Source: an optimization exercise on an open RTL-to-GDS flow (aim: small area, a short achievable clock period and few clock cycles). Production flows keep margins and buffers that such runs may drop.
Where RTL was checked, it was by simulation tests only, not by an equivalence proof against the original.
Power figures rest on the tool's default switching activity, not on a simulated workload.

// base58_encoder_unit
module base58_encoder_unit #(
    parameter int MAX_BYTES   = b58enc_pkg::MAX_BYTES_DEF,
    parameter int DIGIT_SLOTS = b58enc_pkg::DIGIT_SLOTS_DEF,
    parameter int STEP_BITS   = 4
) (
    input  logic                          i_clk,
    input  logic                          i_rst_n,
    input  logic                          i_in_valid,
    output logic                          o_in_ready,
    input  logic [b58enc_pkg::BYTE_W-1:0] i_in_data_byte,
    input  logic                          i_in_last_byte,
    output logic                          o_out_valid,
    input  logic                          i_out_ready,
    output logic [b58enc_pkg::CHAR_W-1:0] o_out_char,
    output logic                          o_out_last_char,
    output logic                          o_out_overflow
);
    localparam int ND  = 44;                     
    localparam int DW  = b58enc_pkg::DIGIT_W;
    localparam int CW  = b58enc_pkg::CHAR_W;
    localparam int BYW = b58enc_pkg::BYTE_W;
    localparam int BW  = $clog2(MAX_BYTES + 1);
    localparam int NCH = BYW / STEP_BITS;
    localparam int NW  = $clog2(NCH + 1);
    localparam int FW  = CW + 2;                 
    localparam int PW  = $clog2(ND + 1);
    typedef enum logic [1:0] {
        O_IDLE, O_ONES, O_DIG, O_FLUSH
    } t_ostate;
    logic [DW-1:0]     r_dig [ND];
    logic [DW-1:0]     n_dig [ND];
    logic [DW-1:0]     stp   [STEP_BITS+1][ND];
    logic              gc    [STEP_BITS][ND];
  ...
Size in the first run: ~4700 cells after synthesis, about 400 flip-flops, roughly 24 I/O pins.
Settings: LEC_CHECK=0, ABC_AREA=1, CAP_MARGIN=20, CORE_MARGIN=2, CORE_UTILIZATION=40, SLEW_MARGIN=20; clock period 12.0 ns.
standard.sh (not shown) runs the stock make flow with config.mk's settings and CLKGATE_MAP_FILE= SYNTH_SCRIPT=/design/flow/synth_recipe.tcl, a recipe that flattens the netlist after the stock synthesis.
==> flow/flow/run.sh <==
#!/bin/bash
# standard layout, except that synthesis maps the logic with the ABC script in
# flow/abc_area.script (more restructuring before an area-oriented mapping);
# everything else, including the synthesis passes before ABC, is ORFS's own
set -euo pipefail
WORK=$(pwd)
rm -rf "$WORK/scripts_abc"
cp -r "$FLOW_HOME/scripts" "$WORK/scripts_abc"
cp "$WORK/flow/abc_area.script" "$WORK/scripts_abc/abc_area.script"
bash standard.sh SCRIPTS_DIR="$WORK/scripts_abc" synth > "$WORK/synth.log" 2>&1
bash standard.sh > "$WORK/layout.log" 2>&1
==> flow/flow/abc_area.script <==
strash
dc2
balance
rewrite
refactor
balance
rewrite
rewrite -z
balance
refactor -z
rewrite -z
balance
dch -f
map -a -B 0.9
topo
stime -c
buffer -c
upsize -c
dnsize -c
==> next run, changes <==
Settings changed: CTS_BUF_LIST set to sky130_fd_sc_hd__clkbuf_8, CTS_CLUSTER_SIZE set to 24.
Result: Area after synthesis is unchanged; global-route usage grows by 0.22 points; utilization is about the same; maximum frequency went down by 0.64%; total power decreases by 1.0%; count of clock-buffer cells in the layout rose by 28; non-clock buffer count does not change; clock skew rises by 4.9 ps; worst setup slack got worse by 27 ps; final area barely changes; register-to-register slack hardly moves.
No functional check of the RTL was part of any run of this note.

========
trial 77:
Another version of the RTL of base58_encoder_unit (not shown whole).
Size: roughly 4,600 cells after synthesis, ~400 flip-flops, about 24 I/O pins, about 30,000 um2 of cells after synthesis.
==> flow/config.mk <==
export PLATFORM = sky130hd
export DESIGN_NAME = base58_encoder_unit
export DESIGN_NICKNAME = base58_encoder_unit
export VERILOG_FILES = /design/flow/design.v
export SDC_FILE = /design/flow/constraint.sdc
export NUM_CORES = 4
export LEC_CHECK = 0
export ABC_AREA = 1
export CAP_MARGIN = 20
export CORE_MARGIN = 2
export CORE_UTILIZATION = 40
export CTS_BUF_LIST = sky130_fd_sc_hd__clkbuf_4
export SLEW_MARGIN = 20
==> flow/constraint.sdc <==
create_clock -name core_clock -period 12.0 [get_ports {i_clk}]
set_input_delay 2.4000 -clock core_clock [delete_from_list [all_inputs] [get_ports {i_clk}]]
set_output_delay 2.4000 -clock core_clock [all_outputs]
set_load 0.01 [all_outputs]
Scripts as last shown in full above: flow/flow/run.sh, flow/flow/abc_area.script
The following lists how trial 45 was set up differently from trial 77:
Settings: removing CTS_BUF_LIST (formerly sky130_fd_sc_hd__clkbuf_4).
==> flow/run.sh (new file) <==
#!/bin/bash
# synth_recipe.tcl (not shown) runs the flow's synth.tcl, then flattens the netlist and writes it again
# the make line also repeats each setting of config.mk as NAME=value (left out here)
make -C /OpenROAD-flow-scripts/flow DESIGN_CONFIG=/design/flow/config.mk WORK_HOME=/design/flow/orfs CLKGATE_MAP_FILE= SYNTH_SCRIPT=/design/flow/synth_recipe.tcl finish
removed: flow/flow/run.sh
removed: flow/flow/abc_area.script
removed: flow/standard.sh
Results
- Trial 45 closes out successfully: all stages finished, all timing, DRC and antenna checks passed.
- Trial 77: flow completed, timing, DRC and antenna clean
- Against trial 77, trial 45 comes in 8.6% lower on final routed wire length divided by cell count.
- Group drawing the most power: clock -> trial 45, registers -> trial 77
- Going from trial 77 to trial 45, final cycle utilization of the critical path moved down, worst setup slack now sits higher.
- For number of clock-tree buffers in the layout, dividing the value from trial 77 by the value from trial 45 gives 2.6.
Function was not checked in any run of this note: the RTL went through the layout flow alone.

========
base58_encoder_unit, a different RTL version from the one above (not shown whole).
For scale: roughly 4600 cells after synthesis, roughly 400 flip-flops, about 24 I/O pins, ~31000 sq um of cells after synthesis.
clock: 12.0 ns
lec_check: 0
abc_area: 1
cap_margin: 20
core_margin: 2
core_utilization: 40
slew_margin: 20
==> flow/flow/run.sh <==
#!/bin/bash
# standard layout, except that synthesis maps the logic with the ABC script in
# flow/abc_area.script (more restructuring before an area-oriented mapping);
# everything else, including the synthesis passes before ABC, is ORFS's own
set -euo pipefail
WORK=$(pwd)
rm -rf "$WORK/scripts_abc"
cp -r "$FLOW_HOME/scripts" "$WORK/scripts_abc"
cp "$WORK/flow/abc_area.script" "$WORK/scripts_abc/abc_area.script"
bash standard.sh SCRIPTS_DIR="$WORK/scripts_abc" synth > "$WORK/synth.log" 2>&1
bash standard.sh > "$WORK/layout.log" 2>&1
==> flow/flow/abc_area.script <==
strash
dc2
balance
rewrite
refactor
balance
rewrite
rewrite -z
balance
refactor -z
rewrite -z
balance
dch -f
map -a -B 0.9
topo
stime -c
buffer -c
upsize -c
dnsize -c
The first run finished clean.
Testbench counts at the start, summed over its fixed seeds: cycles 8,391.
Rerun with:
--- a/flow/config.mk
+++ b/flow/config.mk
@@ -11,0 +12 @@
+export CTS_BUF_LIST = sky130_fd_sc_hd__clkbuf_4
The new run passed the timing, DRC and antenna checks.
Cell area went down slightly.
Routed wire length went up slightly.
Critical path depth is unchanged.
Synthesized cell count does not change.
Power went down by a few percent.
Utilization went down by 0.16 points.
Worst setup slack gets better by 0.018 ns.
Clock skew went up by 0.045 ns.
Via count went up slightly.

========
## pepper
Another version of the RTL of base58_encoder_unit (not shown whole).
Size: about 4600 cells after synthesis, roughly 400 flip-flops, ~24 I/O pins, roughly 31000 um^2 of cells after synthesis.
clock: 12.0 ns
lec_check: 0
abc_area: 1
cap_margin: 20
core_margin: 2
core_utilization: 70
cts_cluster_diameter: 80
cts_cluster_size: 24
slew_margin: 20
==> flow/flow/run.sh <==
#!/bin/bash
# standard layout, except:
# - synthesis maps the logic with the ABC script in flow/abc_area.script (more
#   restructuring before an area-oriented mapping); the synthesis passes before ABC and
#   the registers are ORFS's own
# - timing repair after clock tree synthesis and global routing aims for 8 ns of setup
#   slack at the design's 12 ns clock (SETUP_SLACK_MARGIN), instead of the flow's 0
# each tool's output goes to a log of its own here
set -euo pipefail
WORK=$(pwd)
rm -rf "$WORK/scripts_abc"
cp -r "$FLOW_HOME/scripts" "$WORK/scripts_abc"
cp "$WORK/flow/abc_area.script" "$WORK/scripts_abc/abc_area.script"
bash standard.sh SCRIPTS_DIR="$WORK/scripts_abc" synth > "$WORK/synth.log" 2>&1
bash standard.sh SETUP_SLACK_MARGIN=8.0 > "$WORK/layout.log" 2>&1
Scripts as last shown in full above: flow/flow/abc_area.script
Every stage of the flow completed for pepper, and the final layout passed the timing, DRC and antenna checks.
Testbench counts of pepper, summed over its fixed seeds: cycles 8,391.
The following lists how juniper was set up differently from pepper:
Settings: CORE_UTILIZATION: 70 -> 40; CTS_CLUSTER_DIAMETER: 80 -> unset; CTS_CLUSTER_SIZE: 24 -> unset.
==> flow/flow/run.sh <==
#!/bin/bash
# standard layout, except that synthesis maps the logic with the ABC script in
# flow/abc_area.script (more restructuring before an area-oriented mapping);
# everything else, including the synthesis passes before ABC, is ORFS's own
set -euo pipefail
WORK=$(pwd)
rm -rf "$WORK/scripts_abc"
cp -r "$FLOW_HOME/scripts" "$WORK/scripts_abc"
cp "$WORK/flow/abc_area.script" "$WORK/scripts_abc/abc_area.script"
bash standard.sh SCRIPTS_DIR="$WORK/scripts_abc" synth > "$WORK/synth.log" 2>&1
bash standard.sh SETUP_SLACK_MARGIN=7.8 > "$WORK/layout.log" 2>&1
==> comparison <==
- Run comparison: pepper launch point of the critical path r_nxt_e; juniper launch point of the critical path r_v0
- Post-route clock period utilization delta for juniper relative to pepper: 0.36 points higher
- Higher final worst setup slack among pepper and juniper: pepper
- Of the two candidates, pepper has the better global-route wire length before repair and juniper the worse one.
- Both conditions hold for juniper: the flow ran to the end and the final layout passed the timing, DRC and antenna checks.
- Diff pepper -> juniper: clock share of power grew by 6.8 points; minimum setup slack after placement shrank by 130 ps; final worst hold slack shrank by 29 ps.
Setup changes, juniper to maple
Settings: an added CTS_CLUSTER_SIZE of 24; a change of CORE_UTILIZATION from 40 to 60; an added CTS_CLUSTER_DIAMETER of 80.
==> flow/flow/run.sh <==
#!/bin/bash
# standard layout, except:
# - synthesis maps the logic with the ABC script in flow/abc_area.script (more
#   restructuring before an area-oriented mapping); the synthesis passes before ABC and
#   the registers are ORFS's own
# - timing repair after clock tree synthesis and global routing aims for 8.2 ns of setup
#   slack at the design's 12 ns clock (SETUP_SLACK_MARGIN), instead of the flow's 0
# each tool's output goes to a log of its own here
set -euo pipefail
WORK=$(pwd)
rm -rf "$WORK/scripts_abc"
cp -r "$FLOW_HOME/scripts" "$WORK/scripts_abc"
cp "$WORK/flow/abc_area.script" "$WORK/scripts_abc/abc_area.script"
bash standard.sh SCRIPTS_DIR="$WORK/scripts_abc" synth > "$WORK/synth.log" 2>&1
bash standard.sh SETUP_SLACK_MARGIN=8.2 > "$WORK/layout.log" 2>&1
==> comparison <==
On via count of the first global-routing pass: maple sits above juniper. Relative to juniper, the average detailed-routed wire length per instance of maple is higher by 7.0%. Compared with juniper, maple shows a higher final design utilization. juniper → maple: design internal power was more or less identical; die extent in y went down by 51 um; overall global routing resource usage went up by 8.4 points. Going from juniper to maple, the die area was shrunk. Of maple and juniper, the higher number of buffers created by CTS belongs to juniper. Compared with juniper, layout filler cell count in maple decreased by more than a quarter. maple: minimum period implied by the final worst setup slack is 240 ps lower than what juniper reported.
diff inputs: maple => violet
Settings: a deleted CTS_CLUSTER_DIAMETER that had been 80; a change of CORE_UTILIZATION from 60 to 40; a deleted CTS_CLUSTER_SIZE that had been 24.
==> flow/flow/run.sh <==
#!/bin/bash
# standard layout, except that synthesis maps the logic with the ABC script in
# flow/abc_area.script (more restructuring before an area-oriented mapping);
# everything else, including the synthesis passes before ABC, is ORFS's own
set -euo pipefail
WORK=$(pwd)
rm -rf "$WORK/scripts_abc"
cp -r "$FLOW_HOME/scripts" "$WORK/scripts_abc"
cp "$WORK/flow/abc_area.script" "$WORK/scripts_abc/abc_area.script"
bash standard.sh SCRIPTS_DIR="$WORK/scripts_abc" synth > "$WORK/synth.log" 2>&1
bash standard.sh SETUP_SLACK_MARGIN=8.0 > "$WORK/layout.log" 2>&1
[summary]
- violet reached the final stage; the timing, DRC and antenna checks on its layout passed.
- [violet] wire length on met2 fell about 6% relative to maple
- Per the comparison of violet with maple, multi-input combinational cell area has decreased, routed length on met1 has increased.
- Comparing maple and violet, switching power total is lower on violet.
- violet vs maple: portion of the clock cycle consumed by the worst path in the final layout up
- In the reports for maple and violet, the smaller number of gates given a new drive strength after cts belongs to violet.
- NOTE cell area power density maple->violet increased slightly
- Power (lower): violet
- Looking at power in combinational cells, violet sits below maple.
The inputs of yarrow differ from those of violet as listed below.
Settings: CTS_CLUSTER_DIAMETER: unset -> 80; CORE_UTILIZATION: 40 -> 60; CTS_CLUSTER_SIZE: unset -> 24.
==> flow/flow/run.sh <==
#!/bin/bash
# standard layout, except:
# - synthesis maps the logic with the ABC script in flow/abc_area.script (more
#   restructuring before an area-oriented mapping); the synthesis passes before ABC and
#   the registers are ORFS's own
# - timing repair after clock tree synthesis and global routing aims for 8 ns of setup
#   slack at the design's 12 ns clock (SETUP_SLACK_MARGIN), instead of the flow's 0
# each tool's output goes to a log of its own here
set -euo pipefail
WORK=$(pwd)
rm -rf "$WORK/scripts_abc"
cp -r "$FLOW_HOME/scripts" "$WORK/scripts_abc"
cp "$WORK/flow/abc_area.script" "$WORK/scripts_abc/abc_area.script"
bash standard.sh SCRIPTS_DIR="$WORK/scripts_abc" synth > "$WORK/synth.log" 2>&1
bash standard.sh SETUP_SLACK_MARGIN=8.0 > "$WORK/layout.log" 2>&1
==> comparison <==
violet → yarrow: area growth from synthesis to layout fell by 4.1 points, sequential share of layout area has increased, arrival time of data at the critical path endpoint rose 60 ps, layout cell share with drive strength beyond 1 -1.3 points. Compared with violet, in yarrow portion of total power attributed to combinational logic higher; share of total power in the clock network lower. yarrow leaves less setup margin than violet.

## afterwards: timing with drivers on the ports
The flow's constraints put no driver on any port. The routed layouts listed below were extracted and timed again, unchanged, in two steps.
Step 1 (the two cells are an assumption about what drives the block):
set clk [get_ports {i_clk}]
set_driving_cell -lib_cell sky130_fd_sc_hd__clkbuf_16 $clk
set_driving_cell -lib_cell sky130_fd_sc_hd__buf_2 [delete_from_list [all_inputs] $clk]
Step 2 adds t to the input delays and takes it off the output delays; t is the mean of the earliest and latest rising clock arrival at the registers after step 1. Input paths then give back, and output paths get back, about the clock's delay inside the block.
Three values: no drivers, after step 1, after step 2; two values: the first two.
run | t (ns) | setup WS [ns] | hold slack, ns | latest minus earliest clock arrival (ns)
the first run of note 1 | 0.650 | 7.738 / 7.670 / 7.688 | 0.468 / 0.468 / 0.468 | 0.032 / 0.032
the second run of note 1 | 0.716 | 7.710 / 7.644 / 7.649 | 0.477 / 0.477 / 0.477 | 0.037 / 0.037
trial 77 | 0.937 | 6.544 / 6.544 / 6.544 | 0.417 / 0.417 / 0.417 | 0.098 / 0.098
trial 45 | 0.656 | 7.730 / 7.730 / 7.302 | 0.435 / 0.435 / 0.435 | 0.038 / 0.038
the first run of note 3 | 0.633 | 7.463 / 7.463 / 7.463 | 0.468 / 0.468 / 0.468 | 0.021 / 0.021
the second run of note 3 | 0.936 | 7.481 / 7.481 / 7.481 | 0.461 / 0.461 / 0.461 | 0.078 / 0.079
pepper | 0.631 | 8.036 / 7.979 / 7.908 | 0.482 / 0.482 / 0.482 | 0.025 / 0.025
juniper | 0.635 | 7.992 / 7.935 / 7.923 | 0.453 / 0.453 / 0.453 | 0.028 / 0.028
maple | 0.670 | 8.231 / 8.231 / 7.917 | 0.473 / 0.473 / 0.473 | 0.022 / 0.022
violet | 0.635 | 8.118 / 8.061 / 7.926 | 0.452 / 0.452 / 0.452 | 0.029 / 0.029
yarrow | 0.666 | 8.065 / 8.002 / 7.922 | 0.473 / 0.473 / 0.473 | 0.022 / 0.022
After both steps every run listed still meets setup and hold. The setup slack of trial 45, which loses most, moves by 0.000 ns with the drivers and by -0.428 ns with both steps.
